Context: an optimization exercise on an open-source flow, tuned for small area, a short achievable clock period and few clock cycles. The choices shown serve that exercise and are no tape-out recipe.
Function was checked by simulation only, so behaviour that the tests miss may differ from the original.
No activity file was given, so power comes from the tool's default toggle rates.

File: config.mk
export PLATFORM = sky130hd
export DESIGN_NAME = radix_number_string_parser_unit
export DESIGN_NICKNAME = radix_number_string_parser_unit
export VERILOG_FILES = /design/flow/design.v
export SDC_FILE = /design/flow/constraint.sdc
export NUM_CORES = 4
export LEC_CHECK = 0
export ABC_CLOCK_PERIOD_IN_PS = 5000
export CAP_MARGIN = 20
export CORE_MARGIN = 2
export CORE_UTILIZATION = 40
export SETUP_SLACK_MARGIN = 4
export SLEW_MARGIN = 20
File: constraint.sdc
create_clock -name core_clock -period 10.0 [get_ports {clk_i}]
set_input_delay 2.0000 -clock core_clock [delete_from_list [all_inputs] [get_ports {clk_i}]]
set_output_delay 2.0000 -clock core_clock [all_outputs]
set_load 0.01 [all_outputs]
File: design.v
package rnsp_pkg;
  localparam logic [2:0] STAT_OK        = 3'd0;
  localparam logic [2:0] STAT_BAD_CHAR  = 3'd1;
  localparam logic [2:0] STAT_LATE_DIG  = 3'd2;
  localparam logic [2:0] STAT_TWO_POINT = 3'd3;
  localparam logic [2:0] STAT_OVERFLOW  = 3'd4;
endpackage
module radix_number_string_parser_unit #(
  parameter int VALUE_BITS    = 48,
  parameter int FRACTION_BITS = 16
) (
  input  logic                  clk_i,
  input  logic                  rst_ni,
  input  logic                  cfg_we_i,
  input  logic [5:0]            cfg_data_i,
  input  logic                  in_valid_i,
  output logic                  in_ready_o,
  input  logic [7:0]            char_code_i,
  input  logic                  is_last_i,
  output logic                  out_valid_o,
  input  logic                  out_ready_i,
  output logic [2:0]            status_o,
  output logic signed [VALUE_BITS-1:0] value_o
);
  localparam logic [2:0] ST_OK   = 3'd0;
  localparam logic [2:0] ST_BAD  = 3'd1;
  localparam logic [2:0] ST_LATE = 3'd2;
  localparam logic [2:0] ST_TWOP = 3'd3;
  localparam logic [2:0] ST_OVF  = 3'd4;
  localparam logic [1:0] PH_NONE   = 2'd0;
  localparam logic [1:0] PH_DIGITS = 2'd1;
  localparam logic [1:0] PH_CLOSED = 2'd2;
  localparam logic [2:0] CK_IDLE = 3'd0;
  localparam logic [2:0] CK_DREC = 3'd1;
  localparam logic [2:0] CK_WAIT = 3'd2;
  localparam logic [2:0] CK_MUL  = 3'd3;
  localparam logic [2:0] CK_RES  = 3'd4;
  localparam logic [2:0] OP_ADD   = 3'd0;   
  localparam logic [2:0] OP_ADDHI = 3'd1;   
  localparam logic [2:0] OP_LOAD  = 3'd2;   
  localparam logic [2:0] OP_ZERO  = 3'd3;   
  localparam logic [2:0] OP_MUL   = 3'd4;   
  localparam logic [2:0] OP_MULHI = 3'd5;   
  localparam logic [2:0] OP_SWAP  = 3'd6;   
  localparam logic [2:0] OP_RES   = 3'd7;   
  function automatic logic [12:0] radix_info(input logic [5:0] r);
    logic [5:0] ns;
    logic [5:0] cc;
    logic       p2;
    ns = 6'd15; cc = 6'd2; p2 = 1'b0;
    case (r)
      6'd2:  begin ns = 6'd48; cc = 6'd1;  p2 = 1'b1; end
      6'd3:  begin ns = 6'd31; cc = 6'd1;  p2 = 1'b0; end
      6'd4:  begin ns = 6'd24; cc = 6'd3;  p2 = 1'b1; end
      6'd5:  begin ns = 6'd21; cc = 6'd2;  p2 = 1'b0; end
      6'd6:  begin ns = 6'd19; cc = 6'd2;  p2 = 1'b0; end
      6'd7:  begin ns = 6'd18; cc = 6'd1;  p2 = 1'b0; end
      6'd8:  begin ns = 6'd16; cc = 6'd7;  p2 = 1'b1; end
      6'd9:  begin ns = 6'd16; cc = 6'd1;  p2 = 1'b0; end
      6'd10: begin ns = 6'd15; cc = 6'd2;  p2 = 1'b0; end
      6'd11: begin ns = 6'd14; cc = 6'd8;  p2 = 1'b0; end
      6'd12: begin ns = 6'd14; cc = 6'd2;  p2 = 1'b0; end
      6'd13: begin ns = 6'd13; cc = 6'd12; p2 = 1'b0; end
      6'd14: begin ns = 6'd13; cc = 6'd4;  p2 = 1'b0; end
      6'd15: begin ns = 6'd13; cc = 6'd2;  p2 = 1'b0; end
      6'd16: begin ns = 6'd12; cc = 6'd15; p2 = 1'b1; end
      6'd17: begin ns = 6'd12; cc = 6'd8;  p2 = 1'b0; end
      6'd18: begin ns = 6'd12; cc = 6'd4;  p2 = 1'b0; end
      6'd19: begin ns = 6'd12; cc = 6'd2;  p2 = 1'b0; end
      6'd20: begin ns = 6'd12; cc = 6'd1;  p2 = 1'b0; end
      6'd21: begin ns = 6'd11; cc = 6'd16; p2 = 1'b0; end
      6'd22: begin ns = 6'd11; cc = 6'd10; p2 = 1'b0; end
      6'd23: begin ns = 6'd11; cc = 6'd6;  p2 = 1'b0; end
      6'd24: begin ns = 6'd11; cc = 6'd4;  p2 = 1'b0; end
      6'd25: begin ns = 6'd11; cc = 6'd2;  p2 = 1'b0; end
      6'd26: begin ns = 6'd11; cc = 6'd1;  p2 = 1'b0; end
      6'd27: begin ns = 6'd11; cc = 6'd1;  p2 = 1'b0; end
      6'd28: begin ns = 6'd10; cc = 6'd26; p2 = 1'b0; end
      6'd29: begin ns = 6'd10; cc = 6'd19; p2 = 1'b0; end
      6'd30: begin ns = 6'd10; cc = 6'd14; p2 = 1'b0; end
      6'd31: begin ns = 6'd10; cc = 6'd10; p2 = 1'b0; end
      6'd32: begin ns = 6'd10; cc = 6'd7;  p2 = 1'b1; end
      6'd33: begin ns = 6'd10; cc = 6'd6;  p2 = 1'b0; end
      6'd34: begin ns = 6'd10; cc = 6'd4;  p2 = 1'b0; end
      6'd35: begin ns = 6'd10; cc = 6'd3;  p2 = 1'b0; end
      6'd36: begin ns = 6'd10; cc = 6'd2;  p2 = 1'b0; end
      default: begin ns = 6'd15; cc = 6'd2; p2 = 1'b0; end
    endcase
    radix_info = {p2, cc, ns};
  endfunction
  function automatic logic [5:0] eff_radix(input logic [5:0] r);
    logic [5:0] e;
    e = r;
    if (r == 6'd0) begin
      e = 6'd10;
    end else if (r < 6'd2) begin
      e = 6'd2;
    end else if (r > 6'd36) begin
      e = 6'd36;
    end
    eff_radix = e;
  endfunction
  function automatic logic [9:0] div4(input logic [5:0] rem_in,
                                      input logic [3:0] bits,
                                      input logic [5:0] r,
                                      input logic [6:0] r2,
                                      input logic [6:0] r3);
    logic [7:0] t;
    logic [8:0] s1, s2, s3;
    logic [5:0] rm;
    logic [3:0] q;
    rm = rem_in;
    q  = '0;
    for (int i = 1; i >= 0; i--) begin
      t  = {rm, bits[2*i+1], bits[2*i]};
      s1 = {1'b0, t} - {3'd0, r};
      s2 = {1'b0, t} - {2'd0, r2};
      s3 = {1'b0, t} - {2'd0, r3};
      if (!s3[8]) begin
        q[2*i +: 2] = 2'd3;
        rm = s3[5:0];
      end else if (!s2[8]) begin
        q[2*i +: 2] = 2'd2;
        rm = s2[5:0];
      end else if (!s1[8]) begin
        q[2*i +: 2] = 2'd1;
        rm = s1[5:0];
      end else begin
        q[2*i +: 2] = 2'd0;
        rm = t[5:0];
      end
    end
    div4 = {rm, q};
  endfunction
  logic [5:0]  r_q;
  logic [6:0]  r3_q;
  logic [5:0]  nsat_q;
  logic [5:0]  c_q;
  logic        p2_q;
  logic [5:0]  cfg_eff;
  logic [12:0] cfg_info;
  assign cfg_eff  = eff_radix(cfg_data_i);
  assign cfg_info = radix_info(cfg_eff);
  always_ff @(posedge clk_i or negedge rst_ni) begin
    if (!rst_ni) begin
      r_q    <= 6'd10;
      r3_q   <= 7'd30;
      nsat_q <= 6'd15;
      c_q    <= 6'd2;
      p2_q   <= 1'b0;
    end else if (cfg_we_i) begin
      r_q    <= cfg_eff;
      r3_q   <= {cfg_eff, 1'b0} + {1'b0, cfg_eff};
      nsat_q <= cfg_info[5:0];
      c_q    <= cfg_info[11:6];
      p2_q   <= cfg_info[12];
    end
  end
  localparam int EW = 12;
  logic [EW-1:0] in_ent;
  logic [7:0]    cc;
  logic          in_isd;
  logic [5:0]    in_dv;
  logic          in_ok_dig, in_space, in_sign, in_minus, in_point;
  assign cc = char_code_i;
  always_comb begin
    in_isd = 1'b0;
    in_dv  = 6'd0;
    if (cc >= 8'h30 && cc <= 8'h39) begin
      in_isd = 1'b1;
      in_dv  = 6'(cc - 8'h30);
    end else if (cc >= 8'h41 && cc <= 8'h5a) begin
      in_isd = 1'b1;
      in_dv  = 6'(cc - 8'h37);
    end else if (cc >= 8'h61 && cc <= 8'h7a) begin
      in_isd = 1'b1;
      in_dv  = 6'(cc - 8'h57);
    end
  end
  assign in_ok_dig = in_isd && (in_dv < r_q);
  assign in_space  = (cc == 8'h20);
  assign in_minus  = (cc == 8'h2d);
  assign in_sign   = (cc == 8'h2b) || in_minus;
  assign in_point  = (cc == 8'h2e);
  assign in_ent    = {is_last_i, in_point, in_minus, in_sign, in_space,
                      in_ok_dig, in_ok_dig ? in_dv : 6'd0};
  logic          h_v_q, s_v_q;
  logic [EW-1:0] h_q, s_q;
  logic          push, pop;
  assign in_ready_o = !s_v_q;
  assign push       = in_valid_i && !s_v_q;
  always_ff @(posedge clk_i or negedge rst_ni) begin
    if (!rst_ni) begin
      h_v_q <= 1'b0;
      s_v_q <= 1'b0;
    end else begin
      if (pop) begin
        if (s_v_q) begin
          s_v_q <= 1'b0;
        end else begin
          h_v_q <= push;
        end
      end else if (push) begin
        if (h_v_q) begin
          s_v_q <= 1'b1;
        end else begin
          h_v_q <= 1'b1;
        end
      end
    end
  end
  always_ff @(posedge clk_i) begin
    if (pop) begin
      h_q <= s_v_q ? s_q : in_ent;
    end else if (push && !h_v_q) begin
      h_q <= in_ent;
    end
    if (push && h_v_q && !pop) begin
      s_q <= in_ent;
    end
  end
  logic [5:0] h_dv;
  logic       h_dig, h_space, h_sign, h_minus, h_point, h_last, h_bad;
  assign {h_last, h_point, h_minus, h_sign, h_space, h_dig, h_dv} = h_q;
  assign h_bad = !h_dig && !h_space && !h_sign && !h_point;
  logic [47:0] w_q, w_d;
  logic [23:0] wm_q;     
  logic        mh_d;
  logic [5:0]  n_q, k_q;
  logic [1:0]  phase_q;
  logic        point_q, neg_q, fresh_q;
  logic        mh_q;
  logic [5:0]  wc6_q;
  logic [2:0]  ck_q, ck_cnt_q;
  logic        ck_last_q;
  logic        pa_v_q;
  logic [2:0]  pa_op_q;
  logic        pa_hi_q, pa_mul_q;
  logic [29:0] pa_p_q;
  logic [2:0]  pa_err_q;
  logic        pa_cchk_q, pa_first_q, pa_last_q, pa_neg_q, pa_pt_q;
  logic [47:0] acc_q, value_q;
  logic        clo_q;
  logic [2:0]  erra_q;
  logic        nega_q, pta_q, fina_q;
  logic        out_valid_q;
  logic [2:0]  status_q;
  logic        a_go, p_ready, vq_free, asm_now;
  logic [1:0] ph_c;
  logic       pt_c, ng_c;
  logic [5:0] n_c;
  logic       sat, top;
  assign ph_c = fresh_q ? PH_NONE : phase_q;
  assign pt_c = fresh_q ? 1'b0 : point_q;
  assign ng_c = fresh_q ? 1'b0 : neg_q;
  assign n_c  = fresh_q ? 6'd0 : n_q;
  assign sat  = (n_c >= nsat_q);
  assign top  = (n_c == nsat_q - 6'd1);
  logic        ck_idle;
  logic [5:0]  dmul;
  logic [23:0] w_in;
  logic [29:0] prod_d, prod_r;
  logic        big, big_q;
  logic [47:0] w_step;
  assign ck_idle = (ck_q == CK_IDLE);
  assign dmul    = (ck_q == CK_MUL) ? value_q[5:0] : h_dv;
  assign w_in    = wm_q;
  assign prod_d  = w_in * dmul;
  assign prod_r  = w_in * r_q + {24'd0, mh_q ? wc6_q : 6'd0};
  assign big     = big_q;
  assign w_step  = mh_q ? {prod_r[23:0], w_q[23:0]} : {18'd0, prod_r};
  logic ch_go;      
  logic dig_lo;     
  logic drec_go, drec_lo;
  logic mul_go, mul_lo;
  logic adv;
  assign dig_lo  = h_dig && !fresh_q && !sat && big && !mh_q;
  assign ch_go   = ck_idle && h_v_q && p_ready;
  assign adv     = ch_go && !dig_lo;
  assign pop     = adv;
  assign drec_go = (ck_q == CK_DREC) && (k_q != 6'd0);
  assign drec_lo = drec_go && big && !mh_q;
  assign mul_go  = (ck_q == CK_MUL) && p_ready;
  assign mul_lo  = mul_go && big && !mh_q;
  logic       dnz;
  logic       vpnt;
  logic       pchk;
  logic       cchk;
  logic [2:0] cerr;
  logic [1:0] ph_n;
  logic       pt_n, ng_n;
  assign dnz = (h_dv != 6'd0);
  always_comb begin
    cerr = ST_OK;
    ph_n = ph_c;
    pt_n = pt_c;
    ng_n = ng_c;
    vpnt = 1'b0;
    pchk = 1'b0;
    cchk = 1'b0;
    if (h_dig) begin
      if (ph_c == PH_CLOSED) begin
        cerr = ST_LATE;
      end else begin
        ph_n = PH_DIGITS;
        if (dnz && sat) begin
          cerr = ST_OVF;
        end else if (dnz && pt_c && top && (h_dv > c_q)) begin
          cerr = ST_OVF;
        end else begin
          cchk = dnz && !pt_c && top;
          pchk = dnz && pt_c && top && (h_dv == c_q) && !p2_q;
        end
      end
    end else if (h_space) begin
      if (ph_c == PH_DIGITS) begin
        ph_n = PH_CLOSED;
      end
    end else if (h_sign && ph_c == PH_DIGITS) begin
      ph_n = PH_CLOSED;
      ng_n = h_minus;
    end else if (h_point && ph_c == PH_DIGITS) begin
      if (pt_c) begin
        cerr = ST_TWOP;
      end else if (sat) begin
        cerr = ST_OVF;
      end else begin
        pt_n = 1'b1;
        vpnt = 1'b1;
      end
    end else begin
      cerr = ST_BAD;
    end
  end
  logic        y1_fire;
  logic [9:0]  y1_out, y2_out, y3_out, y4_out;
  logic [3:0]  yb1_q, yb2_q, yb3_q, yb4_q;
  logic [5:0]  yr1_q, yr2_q, yr3_q;
  logic        y2_v_q, y3_v_q, y4_v_q;
  logic        y_first_q, y2_first_q, y3_first_q, y4_first_q;
  logic [15:0] yf_q;
  logic [2:0]  cap_q;
  assign y1_fire = adv && h_dig && !pt_c;
  assign y1_out  = div4(h_dv, y_first_q ? 4'd0 : yb1_q, r_q, {r_q, 1'b0}, r3_q);
  assign y2_out  = div4(yr1_q, y2_first_q ? 4'd0 : yb2_q, r_q, {r_q, 1'b0}, r3_q);
  assign y3_out  = div4(yr2_q, y3_first_q ? 4'd0 : yb3_q, r_q, {r_q, 1'b0}, r3_q);
  assign y4_out  = div4(yr3_q, y4_first_q ? 4'd0 : yb4_q, r_q, {r_q, 1'b0}, r3_q);
  always_ff @(posedge clk_i) begin
    if (y1_fire) begin
      yb1_q <= y1_out[3:0];
      yr1_q <= y1_out[9:4];
    end
    if (y2_v_q) begin
      yb2_q <= y2_out[3:0];
      yr2_q <= y2_out[9:4];
    end
    if (y3_v_q) begin
      yb3_q <= y3_out[3:0];
      yr3_q <= y3_out[9:4];
    end
    if (y4_v_q) begin
      yb4_q <= y4_out[3:0];
    end
    if (adv && vpnt) begin
      yf_q[15:12] <= yb1_q;
    end
    if (cap_q[0]) begin
      yf_q[11:8] <= yb2_q;
    end
    if (cap_q[1]) begin
      yf_q[7:4] <= yb3_q;
    end
    if (cap_q[2]) begin
      yf_q[3:0] <= yb4_q;
    end
  end
  always_ff @(posedge clk_i or negedge rst_ni) begin
    if (!rst_ni) begin
      y2_v_q     <= 1'b0;
      y3_v_q     <= 1'b0;
      y4_v_q     <= 1'b0;
      y_first_q  <= 1'b1;
      y2_first_q <= 1'b0;
      y3_first_q <= 1'b0;
      y4_first_q <= 1'b0;
      cap_q      <= 3'd0;
    end else begin
      y2_v_q     <= y1_fire;
      y3_v_q     <= y2_v_q;
      y4_v_q     <= y3_v_q;
      y2_first_q <= y_first_q;
      y3_first_q <= y2_first_q;
      y4_first_q <= y3_first_q;
      cap_q      <= {cap_q[1:0], adv && vpnt};
      if (adv && h_last) begin
        y_first_q <= 1'b1;
      end else if (adv && h_dig) begin
        y_first_q <= 1'b0;
      end
    end
  end
  always_ff @(posedge clk_i or negedge rst_ni) begin
    if (!rst_ni) begin
      fresh_q   <= 1'b1;
      mh_q      <= 1'b0;
      ck_q      <= CK_IDLE;
      ck_cnt_q  <= 3'd0;
      ck_last_q <= 1'b0;
      pa_v_q    <= 1'b0;
    end else begin
      if (adv) begin
        fresh_q <= h_last;
      end
      mh_q <= mh_d;
      if (ch_go || mul_go || ((ck_q == CK_DREC) && (k_q == 6'd0) && p_ready) ||
          ((ck_q == CK_RES) && p_ready)) begin
        pa_v_q <= 1'b1;
      end else if (a_go) begin
        pa_v_q <= 1'b0;
      end
      case (ck_q)
        CK_IDLE: begin
          if (adv && pchk) begin
            ck_q      <= CK_DREC;
            ck_last_q <= h_last;
          end
        end
        CK_DREC: begin
          if (k_q == 6'd0 && p_ready) begin
            ck_q <= CK_WAIT;
          end
        end
        CK_WAIT: begin
          if (!pa_v_q || a_go) begin
            ck_q     <= CK_MUL;
            ck_cnt_q <= 3'd0;
          end
        end
        CK_MUL: begin
          if (mul_go && !mul_lo) begin
            ck_cnt_q <= ck_cnt_q + 3'd1;
            if (ck_cnt_q == 3'd7) begin
              ck_q <= CK_RES;
            end
          end
        end
        default: begin
          if (p_ready) begin
            ck_q <= CK_IDLE;
          end
        end
      endcase
    end
  end
  always_comb begin
    mh_d = mh_q;
    if ((ch_go && h_dig && !fresh_q && !sat && big) || (drec_go && big) || (mul_go && big)) begin
      mh_d = !mh_q;
    end
    w_d = w_q;
    if (ch_go) begin
      if (dig_lo) begin
        w_d[23:0] = prod_r[23:0];
      end else if (fresh_q) begin
        w_d = h_dig ? {42'd0, r_q} : 48'd1;
      end else if (vpnt || pchk) begin
        w_d = 48'd1;
      end else if (h_dig) begin
        w_d = w_step;
      end
    end else if (drec_go) begin
      if (drec_lo) begin
        w_d[23:0] = prod_r[23:0];
      end else begin
        w_d = w_step;
      end
    end
  end
  always_ff @(posedge clk_i) begin
    w_q  <= w_d;
    wm_q <= mh_d ? w_d[47:24] : w_d[23:0];
    if (ch_go) begin
      if (dig_lo) begin
        wc6_q     <= prod_r[29:24];
      end else begin
        phase_q <= ph_n;
        point_q <= pt_n;
        neg_q   <= ng_n;
        n_q     <= n_c + {5'd0, h_dig && !(&n_c)};
        if (fresh_q) begin
          big_q <= 1'b0;
        end else if (vpnt || pchk) begin
          big_q <= 1'b0;
        end else if (h_dig) begin
          big_q <= mh_q || (|prod_r[29:24]);
        end
        if (vpnt) begin
          k_q <= n_c;
        end
      end
    end else if (drec_go) begin
      if (drec_lo) begin
        wc6_q <= prod_r[29:24];
      end else begin
        big_q <= mh_q || (|prod_r[29:24]);
        k_q   <= k_q - 6'd1;
      end
    end
    if (ch_go) begin
      pa_p_q     <= fresh_q ? {24'd0, h_dv} : prod_d;
      pa_first_q <= fresh_q;
      pa_neg_q   <= ng_n;
      pa_pt_q    <= pt_n;
      if (dig_lo) begin
        pa_op_q    <= OP_ADD;
        pa_hi_q    <= 1'b0;
        pa_mul_q   <= 1'b0;
        pa_err_q   <= ST_OK;
        pa_cchk_q  <= 1'b0;
        pa_last_q  <= 1'b0;
        pa_first_q <= 1'b0;
      end else begin
        pa_op_q   <= fresh_q ? OP_LOAD : (vpnt ? OP_ZERO : (mh_q ? OP_ADDHI : OP_ADD));
        pa_hi_q   <= !fresh_q && !vpnt && mh_q;
        pa_mul_q  <= 1'b0;
        pa_err_q  <= cerr;
        pa_cchk_q <= cchk;
        pa_last_q <= h_last && !pchk;
      end
    end else if (mul_go) begin
      pa_p_q     <= prod_d;
      pa_op_q    <= mul_lo ? OP_ADD : (mh_q ? OP_MULHI : OP_MUL);
      pa_hi_q    <= mh_q;
      pa_mul_q   <= !mul_lo;
      pa_err_q   <= ST_OK;
      pa_cchk_q  <= 1'b0;
      pa_first_q <= 1'b0;
      pa_last_q  <= 1'b0;
    end else if (p_ready) begin
      pa_op_q    <= (ck_q == CK_DREC) ? OP_SWAP : OP_RES;
      pa_hi_q    <= 1'b0;
      pa_mul_q   <= 1'b0;
      pa_err_q   <= ST_OK;
      pa_cchk_q  <= 1'b0;
      pa_first_q <= 1'b0;
      pa_last_q  <= (ck_q == CK_RES) && ck_last_q;
      pa_neg_q   <= neg_q;
      pa_pt_q    <= point_q;
    end
  end
  logic        op_hi, op_mul, op_z;
  logic [54:0] sum;
  logic        carry;
  logic [2:0]  char_err;
  assign op_hi  = pa_hi_q;
  assign op_mul = pa_mul_q;
  assign op_z   = (pa_op_q == OP_LOAD) || (pa_op_q == OP_ZERO);
  assign sum    = {6'd0, op_hi & clo_q, op_z ? 48'd0 : acc_q} +
                  (op_hi ? {1'b0, pa_p_q, 24'd0} : {25'd0, pa_p_q});
  assign carry  = |sum[54:48];
  always_comb begin
    char_err = pa_err_q;
    if (pa_err_q == ST_OK) begin
      if ((pa_cchk_q && carry) || ((pa_op_q == OP_RES) && (|acc_q))) begin
        char_err = ST_OVF;
      end
    end
  end
  assign vq_free = !out_valid_q || out_ready_i;
  assign asm_now = fina_q && vq_free && !(|cap_q);
  assign a_go    = pa_v_q && (!fina_q || asm_now) && !((pa_op_q == OP_ZERO) && !vq_free);
  assign p_ready = !pa_v_q || a_go;
  logic [15:0] fq;
  logic [47:0] qv, qneg;
  logic        r_ovf;
  logic [2:0]  res_status;
  logic [47:0] res_value;
  assign fq    = pta_q ? yf_q : 16'd0;
  assign qv    = {acc_q[31:0], fq};
  assign qneg  = 48'd0 - qv;
  assign r_ovf = (|acc_q[47:32]) ||
                 (acc_q[31] && !(nega_q && !(|acc_q[30:0]) && !(|fq)));
  always_comb begin
    if (erra_q != ST_OK) begin
      res_status = erra_q;
      res_value  = '0;
    end else if (r_ovf) begin
      res_status = ST_OVF;
      res_value  = '0;
    end else begin
      res_status = ST_OK;
      res_value  = nega_q ? qneg : qv;
    end
  end
  always_ff @(posedge clk_i or negedge rst_ni) begin
    if (!rst_ni) begin
      fina_q      <= 1'b0;
      out_valid_q <= 1'b0;
      status_q    <= ST_OK;
    end else begin
      if (asm_now) begin
        out_valid_q <= 1'b1;
        status_q    <= res_status;
      end else if (out_valid_q && out_ready_i) begin
        out_valid_q <= 1'b0;
      end
      if (a_go && (pa_op_q == OP_ZERO)) begin
        out_valid_q <= 1'b0;
      end
      if (a_go) begin
        fina_q <= pa_last_q;
      end else if (asm_now) begin
        fina_q <= 1'b0;
      end
    end
  end
  always_ff @(posedge clk_i) begin
    if (a_go) begin
      if (op_mul) begin
        acc_q <= sum[53:6];
      end else if (pa_op_q == OP_SWAP || pa_op_q == OP_RES) begin
        acc_q <= value_q;
      end else begin
        acc_q <= sum[47:0];
      end
      clo_q <= sum[48];
      if (pa_op_q == OP_ZERO || pa_op_q == OP_SWAP) begin
        value_q <= acc_q;
      end
      if (pa_first_q) begin
        erra_q <= char_err;
      end else if (erra_q == ST_OK) begin
        erra_q <= char_err;
      end
      if (pa_last_q) begin
        nega_q <= pa_neg_q;
        pta_q  <= pa_pt_q;
      end
    end
    if (mul_go && !mul_lo) begin
      value_q <= {value_q[5:0], value_q[47:6]};
    end
    if (asm_now) begin
      value_q <= res_value;
    end
  end
  assign out_valid_o = out_valid_q;
  assign status_o    = status_q;
  assign value_o     = value_q;
endmodule
File: run.sh
#!/bin/bash
# synth_recipe.tcl (not shown) runs the flow's synth.tcl, then flattens the netlist and writes it again
# the make line also repeats each setting of config.mk as NAME=value (left out here)
make -C /OpenROAD-flow-scripts/flow DESIGN_CONFIG=/design/flow/config.mk WORK_HOME=/design/flow/orfs CLKGATE_MAP_FILE= SYNTH_SCRIPT=/design/flow/synth_recipe.tcl finish
==> results.py, run 1 <==
metrics = {
    "status": {
        "status": "no timing/DRC/antenna violations",
    },
    "logic_synthesis": {
        "yosysSeqAreaShare_pct": 27.28,
        "synth_top_family_by_area": "adder cells",
        "yosysWarnings": 1,
        "synth_top_area_share_pct": 19.76,
        "synthArstFlopShare_pct": 13.97,
        "synth_mux_area_share_pct": 3.912,
        "synth_ff_type": "edfxtp_1",
        "syn_avg_cell_area_um2": 9.012,
        "synthSimpleGateAreaFrac_pct": 17.15,
        "synth_xor_area_share_pct": 5.572,
        "synth_top_cell_by_area": "edfxtp_1",
        "postSynthCellCount": 4064,
        "synth_compound_area_share_pct": 18.51,
        "synth_fa_ha_area_share_pct": 22.70,
        "syn_area_um2": 36630,
        "synth_nets": 4626,
        "ys_ff_latch": 365,
        "synth_area_leaders": "edfxtp_1, ha_1, fa_1",
        "synth_edf_count": 241,
        "ys_types": 84,
    },
    "timing": {
        "hold_violations": 0,
        "max_clock_freq_ghz": 0.1741,
        "finalWorstSetupSlack_ps": 4255,
        "finalCritPeriodShare_pct": 57.45,
        "rsz0062_at_grt": "true",
        "finalSetupViolations": 0,
        "min_period_ps": 5745,
        "fin_setup_tns_ps": 0,
        "tightest_slew_ps": 1078,
        "maxSlewHeadroom_pct": 27.92,
        "final_max_slew_viol_count": 0,
        "clock_skew_ps": 33.35,
    },
    "final_layout": {
        "seqCellArea_um2": 10010,
        "drive_gt1_share_pct": 7.200,
        "diodes": 0,
        "nets": 4634,
        "final_common_cell": "nand2_1",
        "final_cell_mix": "nand2_1, ha_1, inv_1",
        "num-fill-cells": 8697,
        "multi_input_area_um2": 25160,
        "syn2layout_area_growth_pct": 10.91,
    },
    "global_routing": {
        "grt_usage_pct": 23.07,
        "grt_max_degree": 79,
        "grt-ovfl-total": 0,
        "grt_pass1_vias": 29894,
        "grt_pass1_wl_mm": 171.8,
        "grt_antenna_before_repair": 0,
    },
    "floorplan": {
        "die-area_um2": 94000,
        "io_pins": 73,
        "core_area_um2": 90420,
        "placementRows": 110,
        "die_y_um": 306.6,
        "chipWidth_um": 306.6,
        "initial_core_util_pct": 40.50,
    },
    "hold_path": {
        "hp-class": "register to register",
        "hp-start": "pa_pt_q$_DFFE_PP_",
    },
    "routing": {
        "drt-pass1-iter-count": 7,
        "totalWireLength_mm": 110.3,
        "vias": 30188,
        "via_per_inst": 5.710,
        "drt-wirelength-per-cell_um": 20.87,
        "drt_iter0_markers": 2340,
        "ant_nets": 0,
        "route.detailed.drc": 0,
    },
    "worst_setup_path": {
        "end_kind": "register",
        "required_ps": 10310,
        "cp.arrival_ps": 6050,
        "critPathMaxFanout": 12,
        "start_kind": "register",
        "cp-startpoint": "wm_q[2]$_DFF_P_",
        "path_class": "register to register",
        "rr_startpoint": "wm_q[2]$_DFF_P_",
    },
    "clock_tree": {
        "cts-root-buf": "clkbuf_16",
        "htreeDepth": 2,
        "numCtsBuffers": 47,
        "cts_tree": "yes",
        "cts-hold-fix-buffers": 0,
        "clk_pin_slew_ps": 60,
        "cts_buffer_depth": 3,
        "cts_sinks": 365,
        "clk_latency_ps": 600,
    },
    "power_and_ir_drop": {
        "vdd_ir_drop_max_uv": 196.9,
        "p_leak_nw": 17.76,
        "power_density_nw_per_um2": 400.1,
    },
    "placed_design": {
        "dp_hpwl_mm": 81.82,
        "dp_slack_ps": 3054,
        "place_congestion": 0.9238,
        "port_buffers": 72,
    },
    "run": {
        "drv_cap": 0,
    },
}
## path summary, 6_finish.rpt
check,cells past startpoint,end,slack (ps)
worst max-delay path,19,big_q$_DFFE_PP_,4250
worst min-delay path,0,pta_q$_DFFE_PP_,420
worst max register to register,19,big_q$_DFFE_PP_,4250
worst min register to register,0,pta_q$_DFFE_PP_,420
max in group asynchronous,2,ck_q[2]$_DFFE_PN0P_,7830
min in group asynchronous,2,nsat_q[4]$_DFFE_PN0P_,1570
## area by class of cell
cell class / instances / area share [%]
well taps: 1176 / 3.622
flip-flops and latches: 365 / 24.63
multi-input cells: 3230 / 61.93
inverters: 287 / 2.661
clock inverters: 23 / 0.6715
clock buffers: 65 / 3.373
repair buffers: 141 / 3.105
## sequential cells by signal, summed over array words and instances, names as in the netlist, 5 cells and up
register and count:
wm_q 24, nsat_q 6, yr1_q 6, yr3_q 6, n_q 6, wc6_q 6, h_q 12, yr2_q 6
value_q 48, c_q 5, acc_q 48, k_q 6, w_q 48, r3_q 7, s_q 12, pa_p_q 30
r_q 5, yf_q 16
## per-stage QoR
stage	hold WS (ps)	std cells	power [mW]	cell area, µm²	util [%]
after detailed placement	411.8	5173	14.11	38490	42.56
final	424.6	5287	16.25	40620	44.92
after global placement	410.8	5173	14.05	38490	42.56
after global routing	431.2	5287	17.63	40620	44.92
after floorplan	390.8	4064	11.07	36630	-
after CTS	424.4	5271	16.08	40330	44.60
## synth_stat cells (47+ instances only)
cell type and instances:
a211oi_1 47, a21o_1 120, a21oi_1 251, and2_1 259, clkbuf_1 174, dfxtp_1 73, edfxtp_1 241, fa_1 204
ha_1 338, inv_1 285, mux2i_1 97, nand2_1 422, nand2b_1 54, nand3_1 48, nor2_1 228, nor2b_1 71
nor3_1 58, o21ai_0 226, o22ai_1 61, xnor2_1 135, xor2_1 98
## critical path, cell delays in order (launching register included)
cell	delay, ps
dfxtp_1	630
nand2_1	140
fa_1	480
fa_1	550
inv_1	60
fa_1	540
inv_1	60
fa_1	530
inv_1	40
ha_1	320
o21a_1	150
o311a_1	230
o41ai_4	100
o211ai_1	460
o22ai_2	200
o2111ai_1	230
a21oi_1	100
xnor2_1	210
nor4b_2	320
a22oi_1	100
## where the power goes
part / leakage, nW / internal, mW / switching, mW
clock network: 0.788 / 1.09 / 0.712
logic: 13.4 / 4.44 / 6.40
registers: 3.58 / 2.72 / 0.885
## kinds of logic after synthesis
family,after synthesis
muxes,138
and+or+nand+nor,1270
xor gates and xnor gates,233
AOI/OAI and AO/OA,1043
adders and majority gates,542
buffers and inverters,473
DFF,365
## layer usage
layer  GRT usage, %  part of all wire, %  vias to the layer above
met1          31.32                   45                    14842
met5              0                    0                        -
li1               -                    -                    14414
met3          2.481                  4.6                      163
met2          38.80                   47                      769
met4          6.783                  3.2                        0
## repair_timing
item                       in CTS  in global routing
buffers inserted                7                 14
resized for setup              36                 42
setup endpoints to repair      46                 73
pin swaps                       3                  5
gates cloned                    3                  2
Testbench counts, summed over its fixed seeds: cycles 5,664.
==> inputs of run 2 (changes only) <==
--- a/config.mk
+++ b/config.mk
@@ -11,3 +11,3 @@
 export CORE_UTILIZATION = 40
-export SETUP_SLACK_MARGIN = 4
+export SETUP_SLACK_MARGIN = 4.5
 export SLEW_MARGIN = 20
==> run 2 against run 1 <==
Effect of this change:
- via count rose by 2.3%
- cell count increased by 1.4%
- maximum frequency grew 4.2%
- setup slack improved by 230 ps
- hold slack is essentially flat
- core utilization rose by 1.9 points
- critical path type unchanged
==> results.py, run 2 <==
metrics = {
    "final_layout": {
        "num-fill-cells": 8488,
        "top_regs": "acc_q x48, value_q x48, w_q x48",
        "syn2layout_area_growth_pct": 15.49,
        "drive_gt1_share_pct": 11.83,
        "final_cell_mix": "nand2_1, ha_1, inv_1",
        "diodes": 0,
        "final_common_cell": "nand2_1",
        "nets": 4711,
    },
    "logic_synthesis": {
        "synth_top_cells_by_count": "nand2_1, ha_1, inv_1, and2_1, a21oi_1",
        "synthArstFlopShare_pct": 13.97,
        "synth_top_cell_by_area": "edfxtp_1",
        "postSynthCellCount": 4064,
        "yosysSeqAreaShare_pct": 27.28,
        "syn_avg_cell_area_um2": 9.012,
        "synth_area_leaders": "edfxtp_1, ha_1, fa_1",
        "ys_ff_latch": 365,
        "synth_nets": 4626,
        "yosysWarnings": 1,
        "synth_edf_count": 241,
        "synth_ff_type": "edfxtp_1",
        "yosys.cell_count.top_type": "nand2_1",
        "ys_types": 84,
        "syn_area_um2": 36630,
        "synth_top_area_share_pct": 19.76,
    },
    "clock_tree": {
        "cts_tree": "yes",
        "cts_sinks": 365,
        "clk_pin_slew_ps": 60,
        "clk_latency_ps": 610,
        "cts-root-buf": "clkbuf_16",
        "cts-hold-fix-buffers": 0,
        "htreeDepth": 2,
        "cts_buffer_depth": 3,
        "numCtsBuffers": 44,
    },
    "placed_design": {
        "place_congestion": 0.9370,
        "dp_hpwl_mm": 82.52,
        "port_buffers": 72,
    },
    "floorplan": {
        "chipWidth_um": 306.6,
        "placementRows": 110,
        "initial_core_util_pct": 40.50,
        "core_area_um2": 90420,
        "io_pins": 73,
        "die_y_um": 306.6,
        "die-area_um2": 94000,
    },
    "worst_setup_path": {
        "cp-startpoint": "ck_q[0]$_DFFE_PN0P_",
        "critPathMaxFanout": 7,
        "start_kind": "register",
        "required_ps": 10320,
        "crit_chain": "inv_2 -> nor2_4 -> and2_4 -> nand2_4 -> nand2_4 -> nand2_1 -> fa_1 -> inv_1 -> ha_1 -> inv_1 -> fa_1 -> inv_1 -> fa_2 -> a21o_1 -> a21o_4 -> a2111oi_4 -> nor3_2 -> o311a_1 -> o21ai_4 -> nand2b_1 -> a31oi_2 -> mux2i_1 -> a2111oi_2",
        "slowest_stage": "fa_1",
        "rr_startpoint": "ck_q[0]$_DFFE_PN0P_",
        "slowest_delay_ps": 550,
        "regToRegSetupSlack_ps": 4490,
        "path_class": "register to register",
        "cp.arrival_ps": 5840,
        "cpMostUsedCell": "inv_1",
        "end_kind": "register",
    },
    "timing": {
        "tightest_slew_ps": 1233,
        "max_clock_freq_ghz": 0.1814,
        "finalCritPeriodShare_pct": 55.13,
        "min_period_ps": 5513,
        "hold_violations": 0,
        "holdWs_ps": 424.6,
        "final_max_slew_viol_count": 0,
        "maxSlewHeadroom_pct": 16.75,
        "fin_setup_tns_ps": 0,
        "clock_skew_ps": 22.37,
        "rsz0062_at_grt": "true",
        "finalSetupViolations": 0,
    },
    "routing": {
        "via_per_inst": 5.762,
        "totalWireLength_mm": 116.2,
        "drt-wirelength-per-cell_um": 21.67,
        "vias": 30891,
        "drt-pass1-iter-count": 8,
        "ant_nets": 0,
        "route.detailed.drc": 0,
        "drt_iter0_markers": 2743,
    },
    "power_and_ir_drop": {
        "vdd_ir_drop_max_uv": 182.9,
        "p_leak_nw": 18.34,
        "power_density_nw_per_um2": 405.3,
    },
    "hold_path": {
        "hp-start": "pa_pt_q$_DFFE_PP_",
        "hp-class": "register to register",
    },
    "global_routing": {
        "grt_usage_pct": 24.09,
        "grt_pass1_wl_mm": 177.3,
        "grt-ovfl-total": 0,
        "grt_antenna_before_repair": 3,
        "grt_max_degree": 79,
        "grt_pass1_vias": 30246,
    },
    "status": {
        "status": "no timing/DRC/antenna violations",
    },
    "run": {
        "drv_cap": 0,
    },
}
## run 2: cell counts after synthesis
No cell type changed its count.
## run 2: stage by stage
stage                     instance area, µm²  util, %  instances  setup WS, ps  power [mW]
final                                  42300    46.78       5361          4487       17.14
after global routing                   42300    46.78       5361          4261       18.52
after CTS                              41030    45.38       5299          4417       16.37
after detailed placement               38490    42.57       5166          3472       14.15
after global placement                 38480    42.56       5166          3642       14.08
after floorplan                        36690        -       4064          4510       11.09
## run 2: report_power, final
| part | leakage (nW) | switching (mW) | internal [mW] | total (mW) |
|---|---|---|---|---|
| sequential | 3.58 | 0.934 | 2.72 | 3.66 |
| combinational | 14.0 | 6.71 | 4.92 | 11.6 |
| clock | 0.799 | 0.737 | 1.11 | 1.85 |
## run 2: per-layer routing
metal  share of wire [%]  global-route usage [%]
met5              0.0077                       0
met4                 4.0                   9.006
met3                 6.2                   2.922
met2                  47                   40.24
met1                  43                   32.01
## run 2: area by class of cell
cell class,count,area (µm²),share of cell area [%]
Clock inverter,31,439.2,1.038
Multi-Input combinational cell,3235,26050,61.58
Clock buffer,51,1211,2.863
Timing Repair inverter,1,5.005,0.01183
Inverter,287,1092,2.582
Tap cell,1176,1471,3.479
Timing Repair Buffer,215,2011,4.754
Sequential cell,365,10020,23.69
## run 2: final timing paths
path,end,cells after the start
worst max-delay path,pa_p_q[27]$_DFFE_PP_,23
worst min-delay path,pta_q$_DFFE_PP_,0
worst max register to register,pa_p_q[27]$_DFFE_PP_,23
worst min register to register,pta_q$_DFFE_PP_,0
max in group asynchronous,r_q[5]$_DFFE_PN0P_,2
min in group asynchronous,nsat_q[4]$_DFFE_PN0P_,2
## run 2: kinds of logic after synthesis
group / share of synthesized area, %
mux: 3.912
simple gates: 17.15
fa+ha+maj: 22.70
compound gates: 18.51
flops: 27.28
buf+inv: 4.875
xor+xnor: 5.572
## run 2: critical path: cells and delay by family (launching register included)
family | cells | cell delay (ps)
AOI/OAI and AO/OA | 7 | 1650
DFF | 1 | 370
adders and majority gates | 4 | 1710
and+or+nand+nor | 7 | 1010
muxes | 1 | 230
buffers and inverters | 4 | 270
## run 2: what timing repair did
| item | CTS | global route |
|---|---|---|
| resized for setup | 102 | 150 |
| buffers inserted | 40 | 59 |
| endpoints found under the hold margin | 0 | 0 |
| endpoints found under the setup margin | 114 | 96 |
| gates cloned | 11 | 2 |
| pin swaps | 24 | 81 |
==> inputs of run 3 (changes only) <==
--- a/design.v
+++ b/design.v
@@ -136,2 +136,3 @@
   logic [6:0]  r3_q;
+  logic [5:0]  rm9_q;
   logic [5:0]  nsat_q;
@@ -147,2 +148,3 @@
       r3_q   <= 7'd30;
+      rm9_q  <= 6'd1;
       nsat_q <= 6'd15;
@@ -153,2 +155,3 @@
       r3_q   <= {cfg_eff, 1'b0} + {1'b0, cfg_eff};
+      rm9_q  <= (cfg_eff > 6'd9) ? cfg_eff - 6'd9 : 6'd0;
       nsat_q <= cfg_info[5:0];
@@ -165,17 +168,8 @@
   assign cc = char_code_i;
-  always_comb begin
-    in_isd = 1'b0;
-    in_dv  = 6'd0;
-    if (cc >= 8'h30 && cc <= 8'h39) begin
-      in_isd = 1'b1;
-      in_dv  = 6'(cc - 8'h30);
-    end else if (cc >= 8'h41 && cc <= 8'h5a) begin
-      in_isd = 1'b1;
-      in_dv  = 6'(cc - 8'h37);
-    end else if (cc >= 8'h61 && cc <= 8'h7a) begin
-      in_isd = 1'b1;
-      in_dv  = 6'(cc - 8'h57);
-    end
-  end
-  assign in_ok_dig = in_isd && (in_dv < r_q);
+  logic in_num, in_let;
+  assign in_num    = (cc >= 8'h30 && cc <= 8'h39);
+  assign in_let    = (cc >= 8'h41 && cc <= 8'h5a) || (cc >= 8'h61 && cc <= 8'h7a);
+  assign in_dv     = in_num ? {2'd0, cc[3:0]} : ({1'b0, cc[4:0]} + 6'd9);
+  assign in_isd    = in_num || in_let;
+  assign in_ok_dig = (in_num && ({2'd0, cc[3:0]} < r_q)) || (in_let && ({1'b0, cc[4:0]} < rm9_q));
   assign in_space  = (cc == 8'h20);
@@ -560,2 +554,5 @@
   assign carry  = |sum[54:48];
+  logic ovf_pend_q;
+  logic [2:0] erra_eff;
+  assign erra_eff = (erra_q == ST_OK && ovf_pend_q) ? ST_OVF : erra_q;
   always_comb begin
@@ -563,3 +560,3 @@
     if (pa_err_q == ST_OK) begin
-      if ((pa_cchk_q && carry) || ((pa_op_q == OP_RES) && (|acc_q))) begin
+      if ((pa_op_q == OP_RES) && (|acc_q)) begin
         char_err = ST_OVF;
@@ -583,4 +580,4 @@
   always_comb begin
-    if (erra_q != ST_OK) begin
-      res_status = erra_q;
+    if (erra_eff != ST_OK) begin
+      res_status = erra_eff;
       res_value  = '0;
@@ -629,6 +626,9 @@
       end
+      ovf_pend_q <= pa_cchk_q && carry;
       if (pa_first_q) begin
         erra_q <= char_err;
-      end else if (erra_q == ST_OK) begin
+      end else if (erra_eff == ST_OK) begin
         erra_q <= char_err;
+      end else begin
+        erra_q <= erra_eff;
       end
--- a/config.mk
+++ b/config.mk
@@ -11,3 +11,3 @@
 export CORE_UTILIZATION = 40
-export SETUP_SLACK_MARGIN = 4.5
+export SETUP_SLACK_MARGIN = 4
 export SLEW_MARGIN = 20
==> run 3 against run 2 <==
Effect of this change:
- cell count down 3.6%
- register-to-register slack worse by 310 ps
- count of clock-buffer cells in the layout is 11 higher
- synthesized area fell by 0.68%
- die area shrank 0.68%
- clock skew grew 8.5 ps
- combinational power down 19%
- flip-flop and latch count is 7 higher
- power decreased by 14%
- non-clock buffer count decreased by 76
- sequential share of layout area grew 1.6 points
- largest cell class unchanged
==> results.py, run 3 <==
metrics = {
    "status": {
        "status": "no timing/DRC/antenna violations",
    },
    "worst_setup_path": {
        "critPathMaxFanout": 9,
        "cp.arrival_ps": 6130,
        "start_kind": "register",
        "slowest_stage": "fa_1",
        "crit_buf_inv": 2,
        "slowest_delay_ps": 550,
        "path_delay_family": "adder cells",
        "path_class": "register to register",
        "cpMostUsedCell": "fa_1",
        "end_kind": "register",
        "crit_chain": "nor2_4 -> nand2_8 -> mux2_4 -> and2_1 -> fa_1 -> inv_1 -> fa_1 -> fa_1 -> inv_1 -> ha_1 -> o21a_1 -> o21ai_1 -> nor2_1 -> a311oi_2 -> a211oi_2 -> or2_2 -> a21o_1 -> a21o_1 -> a21oi_1 -> xor2_1 -> nor2_1",
        "required_ps": 10300,
    },
    "logic_synthesis": {
        "ys_types": 89,
        "synth_xor_area_share_pct": 5.466,
        "synth_ff_type": "edfxtp_1",
        "syn_area_um2": 36370,
        "synth_top_cell_by_area": "edfxtp_1",
        "synth_fa_ha_area_share_pct": 22.96,
        "synth_compound_area_share_pct": 17.95,
        "synth_top_family_by_area": "adder cells",
        "yosysSeqAreaShare_pct": 27.97,
        "synthArstFlopShare_pct": 15.32,
        "yosys.cell_count.top_type": "nand2_1",
        "syn_avg_cell_area_um2": 9.223,
        "synth_edf_count": 242,
        "yosysWarnings": 1,
        "synth_top_cells_by_count": "nand2_1, ha_1, inv_1, and2_1, edfxtp_1",
        "postSynthCellCount": 3944,
        "synthSimpleGateAreaFrac_pct": 16.39,
        "synth_nets": 4509,
        "synth_mux_area_share_pct": 4.454,
        "synth_top_area_share_pct": 19.98,
        "synth_area_leaders": "edfxtp_1, ha_1, fa_1",
        "ys_ff_latch": 372,
    },
    "clock_tree": {
        "cts-root-buf": "clkbuf_16",
        "htreeDepth": 2,
        "numCtsBuffers": 47,
        "cts_tree": "yes",
        "clk_latency_ps": 580,
        "clk_pin_slew_ps": 60,
        "cts_buffer_depth": 3,
        "cts_sinks": 372,
        "cts-hold-fix-buffers": 0,
    },
    "floorplan": {
        "placementRows": 110,
        "die_y_um": 305.6,
        "core_area_um2": 90010,
        "initial_core_util_pct": 40.41,
        "die-area_um2": 93360,
        "io_pins": 73,
        "chipWidth_um": 305.6,
    },
    "final_layout": {
        "diodes": 0,
        "final_common_cell": "nand2_1",
        "drive_gt1_share_pct": 7.636,
        "final_cell_mix": "nand2_1, ha_1, inv_1",
        "final_cells": 5170,
        "syn2layout_area_growth_pct": 10.81,
        "multi_input_area_um2": 24800,
        "num-fill-cells": 8751,
        "top_regs": "acc_q x48, value_q x48, w_q x48",
        "nets": 4522,
        "seqCellArea_um2": 10190,
        "final_area_um2": 40310,
    },
    "power_and_ir_drop": {
        "power_mw": 14.73,
        "power_density_nw_per_um2": 365.4,
        "p_leak_nw": 17.79,
        "vdd_ir_drop_max_uv": 227.7,
    },
    "global_routing": {
        "grt-ovfl-total": 0,
        "grt_pass1_wl_mm": 167.6,
        "grt_usage_pct": 22.73,
        "grt_antenna_before_repair": 5,
        "grt_pass1_vias": 28450,
        "grt_max_degree": 98,
    },
    "timing": {
        "min_period_ps": 5823,
        "fin_setup_tns_ps": 0,
        "holdWs_ps": 448.5,
        "finalCritPeriodShare_pct": 58.23,
        "clock_skew_ps": 30.82,
        "tightest_slew_ps": 1150,
        "rsz0062_at_grt": "true",
        "max_clock_freq_ghz": 0.1717,
        "finalSetupViolations": 0,
        "maxSlewHeadroom_pct": 23.33,
        "final_max_slew_viol_count": 0,
        "hold_violations": 0,
    },
    "routing": {
        "ant_nets": 0,
        "vias": 29465,
        "drt_iter0_markers": 2348,
        "drt-wirelength-per-cell_um": 21.06,
        "totalWireLength_mm": 108.9,
        "via_per_inst": 5.699,
        "route.detailed.drc": 0,
        "drt-pass1-iter-count": 6,
    },
    "placed_design": {
        "port_buffers": 72,
        "placed_cell_area_um2": 38190,
        "dp_hpwl_mm": 80.21,
        "dp.cells": 5052,
        "place_congestion": 0.9212,
    },
    "hold_path": {
        "hp-class": "register to register",
    },
    "run": {
        "drv_cap": 0,
    },
}
## run 3: metrics by stage
stage	util [%]	setup WS (ps)
2_1_floorplan	-	4089
3_3_place_gp	42.43	3191
3_5_place_dp	42.43	2958
4_1_cts	44.32	3886
5_1_grt	44.78	3923
6_report	44.78	4177
## run 3: logic make-up after synthesis
kind of cell / Yosys count
compound gates: 998
fa+ha+maj: 545
mux: 155
simple gates: 1191
buf+inv: 456
xor+xnor: 227
flops: 372
## run 3: what timing repair did
action | in CTS | in global routing
gates cloned | 1 | 5
resized for setup | 33 | 47
pin swaps | 3 | 17
setup buffers | 5 | 21
setup endpoints to repair | 71 | 90
hold endpoints to repair | 0 | 0
## run 3: worst min-delay path, cell delays in order (launching register included)
cell     delay (ps)
dfxtp_1         300
a21oi_1          70
nand2_1          50
## run 3: power by group
part           switching [mW]  internal, mW
sequential              0.901          2.72
combinational            5.52          3.86
clock                   0.699          1.02
total                    7.12          7.61
## run 3: cell type report
class                      instances  share of cell area [%]
clock buffer                      62                   3.157
multi-input combinational       3122                   61.53
tap                             1176                   3.650
inverter                         275                   2.570
sequential                       372                   25.27
clock inverter                    24                  0.6425
timing repair buffer             139                   3.172
## run 3: per-layer routing
layer  vias to the layer above  wire length, µm  share of wire [%]  GRT usage (%)
li1                      14016                -                  -              -
met1                     14393            50000                 46          32.46
met2                       908            49940                 46          36.63
met3                       146             5718                5.3          2.246
met4                         2             3215                3.0          6.335
met5                         -               13              0.012              0
## run 3: final timing paths
path	endpoint	start	slack (ps)	depth (start not counted)
max	pa_p_q[23]$_DFFE_PP_	ck_q[2]$_DFFE_PN0P_	4180	21
min	w_q[28]$_DFF_P_	w_q[28]$_DFF_P_	450	2
max reg2reg	pa_p_q[23]$_DFFE_PP_	ck_q[2]$_DFFE_PN0P_	4180	21
min reg2reg	w_q[28]$_DFF_P_	w_q[28]$_DFF_P_	450	2
max in group asynchronous	r_q[0]$_DFFE_PN0P_	rst_ni	7830	1
min in group asynchronous	nsat_q[4]$_DFFE_PN0P_	rst_ni	1520	1
Testbench counts of run 3, summed over its fixed seeds: cycles 5,664.
==> inputs of run 4 (changes only) <==
--- a/design.v
+++ b/design.v
@@ -234,3 +234,3 @@
   logic [2:0]  pa_err_q;
-  logic        pa_cchk_q, pa_first_q, pa_last_q, pa_neg_q, pa_pt_q;
+  logic        pa_cchk_q, pa_first_q, pa_last_q;
   logic [47:0] acc_q, value_q;
@@ -505,4 +505,2 @@
       pa_first_q <= fresh_q;
-      pa_neg_q   <= ng_n;
-      pa_pt_q    <= pt_n;
       if (dig_lo) begin
@@ -540,4 +538,2 @@
       pa_last_q  <= (ck_q == CK_RES) && ck_last_q;
-      pa_neg_q   <= neg_q;
-      pa_pt_q    <= point_q;
     end
@@ -566,3 +562,3 @@
   assign vq_free = !out_valid_q || out_ready_i;
-  assign asm_now = fina_q && vq_free && !(|cap_q);
+  assign asm_now = fina_q && vq_free && !cap_q[0] && !cap_q[1];
   assign a_go    = pa_v_q && (!fina_q || asm_now) && !((pa_op_q == OP_ZERO) && !vq_free);
@@ -574,3 +570,3 @@
   logic [47:0] res_value;
-  assign fq    = pta_q ? yf_q : 16'd0;
+  assign fq    = pta_q ? {yf_q[15:4], cap_q[2] ? yb4_q : yf_q[3:0]} : 16'd0;
   assign qv    = {acc_q[31:0], fq};
@@ -635,4 +631,4 @@
       if (pa_last_q) begin
-        nega_q <= pa_neg_q;
-        pta_q  <= pa_pt_q;
+        nega_q <= neg_q;
+        pta_q  <= point_q;
       end
--- a/config.mk
+++ b/config.mk
@@ -10,4 +10,4 @@
 export CORE_MARGIN = 2
-export CORE_UTILIZATION = 40
-export SETUP_SLACK_MARGIN = 4
+export CORE_UTILIZATION = 60
+export SETUP_SLACK_MARGIN = 4.5
 export SLEW_MARGIN = 20
==> run 4 against run 3 <==
Effect of this change:
- power is 13% higher
- die area is 32% lower
- combinational power rose by about 20%
- core utilization up 23 points
- final area grew 2.8%
- largest cell class unchanged
- highest routed layer is now met4
==> results.py, run 4 <==
metrics = {
    "status": {
        "status": "no timing/DRC/antenna violations",
    },
    "worst_setup_path": {
        "start_kind": "register",
        "cp.arrival_ps": 5970,
        "end_kind": "register",
        "path_class": "register to register",
        "critPathMaxFanout": 7,
        "required_ps": 10480,
        "r2r_cells": 21,
    },
    "timing": {
        "finalWorstSetupSlack_ps": 4513,
        "rsz0062_at_grt": "true",
        "finalSetupViolations": 0,
        "maxSlewHeadroom_pct": 28.28,
        "max_clock_freq_ghz": 0.1823,
        "tightest_slew_ps": 1066,
        "clock_skew_ps": 36.98,
        "final_max_slew_viol_count": 0,
        "hold_violations": 0,
        "fin_setup_tns_ps": 0,
        "finalCritPeriodShare_pct": 54.87,
        "min_period_ps": 5487,
    },
    "run": {
        "drv_cap": 0,
    },
    "floorplan": {
        "placementRows": 91,
        "chipWidth_um": 252.4,
        "core_area_um2": 61370,
        "die-area_um2": 63710,
        "die_y_um": 252.4,
        "initial_core_util_pct": 60.33,
        "io_pins": 73,
    },
    "routing": {
        "drt_iter0_markers": 3087,
        "totalWireLength_mm": 119.0,
        "drt-wirelength-per-cell_um": 24.18,
        "drt-pass1-iter-count": 6,
        "route.detailed.drc": 0,
        "via_per_inst": 6.507,
        "vias": 32034,
        "ant_nets": 0,
    },
    "global_routing": {
        "grt_max_degree": 59,
        "grt_usage_pct": 36.45,
        "grt_antenna_before_repair": 2,
        "grt-ovfl-total": 0,
        "grt_pass1_vias": 31505,
        "grt_pass1_wl_mm": 180.0,
    },
    "final_layout": {
        "final_area_um2": 41420,
        "multi_input_area_um2": 25950,
        "drive_gt1_share_pct": 11.23,
        "num-fill-cells": 4820,
        "final_common_cell": "nand2_1",
        "nets": 4659,
        "final_cell_mix": "nand2_1, ha_1, inv_1",
        "final_cells": 4923,
        "syn2layout_area_growth_pct": 11.87,
        "top_regs": "acc_q x48, value_q x48, w_q x48",
        "seqCellArea_um2": 10100,
        "final_core_util_pct": 67.49,
    },
    "placed_design": {
        "place_congestion": 1.006,
        "dp_slack_ps": 3457,
        "dp_hpwl_mm": 85.38,
        "port_buffers": 72,
        "placed_cell_area_um2": 38330,
        "dp.cells": 4743,
    },
    "logic_synthesis": {
        "synthArstFlopShare_pct": 15.41,
        "synth_area_leaders": "edfxtp_1, ha_1, fa_1",
        "synth_ff_type": "edfxtp_1",
        "synth_top_area_share_pct": 19.14,
        "yosysSeqAreaShare_pct": 27.20,
        "postSynthCellCount": 4029,
        "ys_types": 104,
        "synth_top_cell_by_area": "edfxtp_1",
        "syn_area_um2": 37030,
        "synth_nets": 4594,
        "yosysWarnings": 1,
        "syn_avg_cell_area_um2": 9.190,
        "yosys.cell_count.top_type": "nand2_1",
        "synth_top_cells_by_count": "nand2_1, ha_1, inv_1, and2_1, edfxtp_1",
        "synth_edf_count": 236,
        "ys_ff_latch": 370,
    },
    "power_and_ir_drop": {
        "pwr-share-seq_pct": 21.9,
        "p_leak_nw": 18.57,
        "intPower_mw": 8.342,
        "vdd_ir_drop_max_uv": 465.9,
        "power.switching_mw": 8.322,
        "pwr-share-clk_pct": 10.4,
        "p_comb_share_pct": 67.7,
        "power_density_nw_per_um2": 402.3,
        "p_sw_share_pct": 49.94,
    },
    "hold_path": {
        "hold_depth": 0,
        "hp-class": "register to register",
    },
    "clock_tree": {
        "htreeDepth": 2,
        "numCtsBuffers": 45,
        "clk_pin_slew_ps": 60,
        "cts-root-buf": "clkbuf_16",
        "cts_buffer_depth": 3,
        "cts_tree": "yes",
        "cts_sinks": 370,
        "clk_latency_ps": 620,
    },
}
-- run 4: area by class of cell --
| cell class | instances | share of cell area [%] |
|---|---|---|
| Antenna cell | 2 | 0.01208 |
| Clock buffer | 56 | 3.045 |
| Clock inverter | 28 | 0.6978 |
| Inverter | 277 | 2.528 |
| Multi-Input combinational cell | 3204 | 62.65 |
| Sequential cell | 370 | 24.38 |
| Tap cell | 790 | 2.386 |
| Timing Repair Buffer | 196 | 4.304 |
-- run 4: cells by family after synthesis --
logic type               synth area share (%)
flip-flops                              27.20
multiplexers                            4.670
XOR/XNOR                                5.133
adder cells (fa/ha/maj)                 22.55
AND/OR/NAND/NOR                         17.00
AO/OA/AOI/OAI                           18.64
buffers and inverters                   4.809
-- run 4: routing by layer --
metal,track usage (%),wire (µm),up-vias
li1,-,-,14473
met1,48.22,47030,15721
met2,58.58,55040,1513
met3,5.407,10490,327
met4,18.06,6459,0
met5,0,0,-
-- run 4: power by group through the flow --
stage                     combinational, mW  clock, mW  sequential [mW]
after CTS                              10.6       1.75             3.62
after floorplan                        7.70          0             3.15
final                                  11.3       1.74             3.65
after detailed placement               10.3          0             3.63
after global placement                 10.0          0             3.62
after global routing                   12.3       1.80             3.67
-- run 4: timing repair --
item / in CTS / in global routing
hold endpoints to repair: 0 / 0
hold buffers: 0 / 0
buffers inserted: 31 / 54
gates cloned: 6 / 2
endpoints found under the setup margin: 103 / 64
resized for setup: 63 / 103
pin swaps: 14 / 51
-- run 4: worst max-delay path: stages, from the launching register on --
cell and delay (ps):
dfstp_4 710, buf_6 130, nand2_4 40, fa_1 460
fa_1 520, inv_2 40, fa_1 520, inv_2 40
fa_1 520, inv_2 50, ha_4 220, o21a_1 180
o21ai_2 200, nor3b_4 70, buf_6 150, nor3_4 200
o221ai_2 160, xor2_2 230, mux2_2 290, a21o_1 170
a22o_1 180, mux2_2 270
-- run 4: worst paths after layout --
check	startpoint	slack [ps]	to
setup / recovery	r_q[3]$_DFFE_PN1P_	4510	wm_q[0]$_DFF_P_
hold / removal	yb1_q[3]$_SDFFCE_PN1P_	450	yf_q[15]$_DFFE_PP_
setup reg to reg	r_q[3]$_DFFE_PN1P_	4510	wm_q[0]$_DFF_P_
hold reg to reg	yb1_q[3]$_SDFFCE_PN1P_	450	yf_q[15]$_DFFE_PP_
max in group asynchronous	rst_ni	7920	r_q[0]$_DFFE_PN0P_
min in group asynchronous	rst_ni	1450	rm9_q[3]$_DFFE_PN0P_
-- run 4: through the flow --
stage	total power, mW	hold slack, ps
3_5_place_dp	13.90	440.4
6_report	16.66	453.0
2_1_floorplan	10.85	382.2
3_3_place_gp	13.62	437.9
5_1_grt	17.78	475.3
4_1_cts	15.92	454.1
Testbench counts of run 4, summed over its fixed seeds: cycles 5,608.
==> inputs of run 5 (changes only) <==
--- a/config.mk
+++ b/config.mk
@@ -10,3 +10,3 @@
 export CORE_MARGIN = 2
-export CORE_UTILIZATION = 60
+export CORE_UTILIZATION = 40
 export SETUP_SLACK_MARGIN = 4.5
==> run 5 against run 4 <==
Effect of this change:
- first-iteration DRC count fell by 6.8%
- maximum frequency rose by 0.44%
- die area rose by 49%
- still clean
- cell count rose by 7.7%
- critical path type is now primary input to register
- synthesized area did not move
- critical path depth fell by 9
- setup slack improved by 24 ps
- register-to-register slack improved by 110 ps
- sequential share of layout area fell by 0.19 points
- count of clock-buffer cells in the layout fell by 2
==> results.py, run 5 <==
metrics = {
    "worst_setup_path": {
        "crit_chain": "clkdlybuf4s50_1 -> nor2b_1 -> o31ai_2 -> a21boi_2 -> nor3_2 -> buf_4 -> nand2_1 -> inv_1 -> buf_4 -> nand2_1 -> or4_1 -> o21ai_0",
        "cp.arrival_ps": 5770,
        "path_class": "primary input to register",
        "end_kind": "register",
        "slowest_stage": "or4_1",
        "start_kind": "primary input",
        "path_delay_family": "simple AND/OR/NAND/NOR gates",
        "critPathMaxFanout": 24,
        "crit_buf_inv": 4,
        "required_ps": 10310,
        "slowest_delay_ps": 580,
    },
    "run": {
        "drv_cap": 0,
    },
    "power_and_ir_drop": {
        "p_comb_share_pct": 67.4,
        "p_sw_share_pct": 49.22,
        "p_leak_nw": 18.42,
        "power_density_nw_per_um2": 390.9,
        "power.switching_mw": 8.045,
        "pwr-share-seq_pct": 22.1,
        "intPower_mw": 8.299,
        "pwr-share-clk_pct": 10.5,
        "vdd_ir_drop_max_uv": 228.1,
    },
    "clock_tree": {
        "numCtsBuffers": 44,
        "cts_buffer_depth": 3,
        "clk_pin_slew_ps": 60,
        "cts_sinks": 370,
        "clk_latency_ps": 610,
        "cts-root-buf": "clkbuf_16",
        "htreeDepth": 2,
        "cts_tree": "yes",
        "cts-hold-fix-buffers": 0,
    },
    "floorplan": {
        "die-area_um2": 95020,
        "initial_core_util_pct": 40.39,
        "placementRows": 111,
        "core_area_um2": 91660,
        "die_y_um": 308.3,
        "chipWidth_um": 308.3,
        "io_pins": 73,
    },
    "global_routing": {
        "grt_max_degree": 82,
        "grt-ovfl-total": 0,
        "grt_antenna_before_repair": 3,
        "grt_pass1_wl_mm": 176.7,
        "grt_pass1_vias": 29647,
        "grt_usage_pct": 23.72,
    },
    "timing": {
        "tightest_slew_ps": 1082,
        "finalSetupViolations": 0,
        "rsz0062_at_grt": "true",
        "final_max_slew_viol_count": 0,
        "hold_violations": 0,
        "clock_skew_ps": 47.20,
        "maxSlewHeadroom_pct": 27.89,
        "fin_setup_tns_ps": 0,
        "holdWs_ps": 455.2,
        "finalCritPeriodShare_pct": 54.63,
        "max_clock_freq_ghz": 0.1831,
        "min_period_ps": 5463,
    },
    "routing": {
        "vias": 30696,
        "drt-wirelength-per-cell_um": 21.61,
        "route.detailed.drc": 0,
        "drt_iter0_markers": 2877,
        "ant_nets": 0,
        "wl_met3_mm": 6.619,
        "wl_met1_mm": 51.42,
        "top_layer": "met4",
        "wl_met2_mm": 52.68,
        "via_per_inst": 5.791,
        "drt-pass1-iter-count": 6,
        "totalWireLength_mm": 114.6,
    },
    "final_layout": {
        "nets": 4644,
        "syn2layout_area_growth_pct": 12.92,
        "final_cell_mix": "nand2_1, ha_1, inv_1",
        "final_area_um2": 41810,
        "final_cells": 5301,
        "multi_input_area_um2": 26000,
        "final_core_util_pct": 45.61,
        "final_common_cell": "nand2_1",
        "seqCellArea_um2": 10110,
        "drive_gt1_share_pct": 11.06,
        "top_regs": "acc_q x48, value_q x48, w_q x48",
        "num-fill-cells": 8764,
    },
    "logic_synthesis": {
        "syn_avg_cell_area_um2": 9.190,
        "yosysSeqAreaShare_pct": 27.20,
        "synth_top_cells_by_count": "nand2_1, ha_1, inv_1, and2_1, edfxtp_1",
        "ys_ff_latch": 370,
        "synth_edf_count": 236,
        "yosysWarnings": 1,
        "synth_ff_type": "edfxtp_1",
        "synthArstFlopShare_pct": 15.41,
        "yosys.cell_count.top_type": "nand2_1",
        "synth_top_area_share_pct": 19.14,
        "synth_area_leaders": "edfxtp_1, ha_1, fa_1",
        "postSynthCellCount": 4029,
        "synth_nets": 4594,
        "ys_types": 104,
        "syn_area_um2": 37030,
        "synth_top_cell_by_area": "edfxtp_1",
    },
    "status": {
        "status": "no timing/DRC/antenna violations",
    },
    "placed_design": {
        "port_buffers": 72,
        "dp_hpwl_mm": 82.57,
        "dp.cells": 5138,
        "placed_cell_area_um2": 38820,
        "place_congestion": 0.9841,
    },
    "hold_path": {
        "hp-class": "register to register",
    },
}
==> run 5: path summary, 6_finish.rpt <==
| check | start | end | slack [ps] | cells after the start |
|---|---|---|---|---|
| worst max-delay path | out_ready_i | pa_err_q[2]$_SDFFCE_PN0P_ | 4540 | 12 |
| worst min-delay path | w_q[27]$_DFF_P_ | w_q[27]$_DFF_P_ | 460 | 2 |
| worst max register to register | r_q[1]$_DFFE_PN1P_ | wm_q[5]$_DFF_P_ | 4620 | 17 |
| worst min register to register | w_q[27]$_DFF_P_ | w_q[27]$_DFF_P_ | 460 | 2 |
| max in group asynchronous | rst_ni | r_q[0]$_DFFE_PN0P_ | 7800 | 1 |
| min in group asynchronous | rst_ni | rm9_q[4]$_DFFE_PN0P_ | 1510 | 1 |
==> run 5: cell type report <==
class	instances	area share (%)
diodes	1	0.005985
clock inverters	27	0.6494
flip-flops and latches	370	24.18
repair buffers	182	3.956
multi-input cells	3204	62.18
clock buffers	54	2.969
well taps	1186	3.549
inverters	277	2.505
==> run 5: what timing repair did <==
| item | in CTS | in global routing |
|---|---|---|
| cloned | 6 | 1 |
| setup endpoints to repair | 101 | 75 |
| resized for setup | 57 | 110 |
| pin swaps | 5 | 62 |
| buffers inserted | 31 | 43 |
==> run 5: layer usage <==
metal | vias to the layer above | global-route usage (%)
met2 | 1014 | 38.59
li1 | 14479 | -
met5 | - | 0
met3 | 190 | 2.577
met4 | 0 | 8.157
met1 | 15013 | 32.76
==> run 5: metrics by stage <==
step	power, mW	setup WS (ps)
global route	17.64	4383
floorplan	10.85	4399
global placement	13.76	3755
finish	16.34	4537
detailed placement	13.83	3638
CTS	15.79	4504
==> run 5: power by group through the flow <==
stage / registers, mW / logic [mW] / clock network, mW
after global routing: 3.67 / 12.2 / 1.79
after CTS: 3.62 / 10.4 / 1.74
after global placement: 3.63 / 10.1 / 0
after detailed placement: 3.63 / 10.2 / 0
final: 3.61 / 11.0 / 1.71
after floorplan: 3.15 / 7.70 / 0
==> run 5: cell families (layout without fill, tap and decap cells) <==
logic type | Yosys count | in the layout | share of synthesized area [%]
compound gates | 1034 | 1034 | 18.64
other cells | 0 | 1 | 0
simple gates | 1238 | 1238 | 17.00
fa+ha+maj | 545 | 545 | 22.55
buf+inv | 461 | 540 | 4.809
mux | 164 | 170 | 4.670
flops | 370 | 370 | 27.20
xor+xnor | 217 | 217 | 5.133
==> run 5: tightest hold or removal path, cell delays in order, from the launching register on <==
cell	delay, ps
dfxtp_1	320
nand2_1	50
nand2_1	40

[separate check: timing with driven ports]
Ports are ideal in the flow. The routed layouts listed here were re-timed in OpenROAD. Step 1 assumes that a clkbuf_16 drives the clock port and a buf_2 every other input. Step 2 times the ports against the registers' clock, not the clock port: input delays grow and output delays shrink by t, the midpoint of the rising clock arrivals with the driver on. Three values: ideal ports, drivers, drivers and shift; two values: the first two.
run	t (ns)	slack for setup (ns)	hold slack, ns	worst register clock-pin slew, ns	cell pins on the clock port's net
run 1	0.661	4.255 / 4.255 / 3.637	0.425 / 0.425 / 0.425	0.06 / 0.06	1
run 2	0.669	4.487 / 4.487 / 4.098	0.425 / 0.425 / 0.425	0.07 / 0.07	1
run 3	0.630	4.177 / 4.177 / 3.634	0.448 / 0.448 / 0.448	0.07 / 0.07	1
run 4	0.667	4.513 / 4.513 / 4.177	0.453 / 0.453 / 0.453	0.07 / 0.07	1
run 5	0.656	4.537 / 4.585 / 3.929	0.455 / 0.455 / 0.455	0.07 / 0.07	1
After both steps every run listed still meets setup and hold. The setup slack of run 1, which loses most, moves by 0.000 ns with the drivers and by -0.618 ns with both steps.
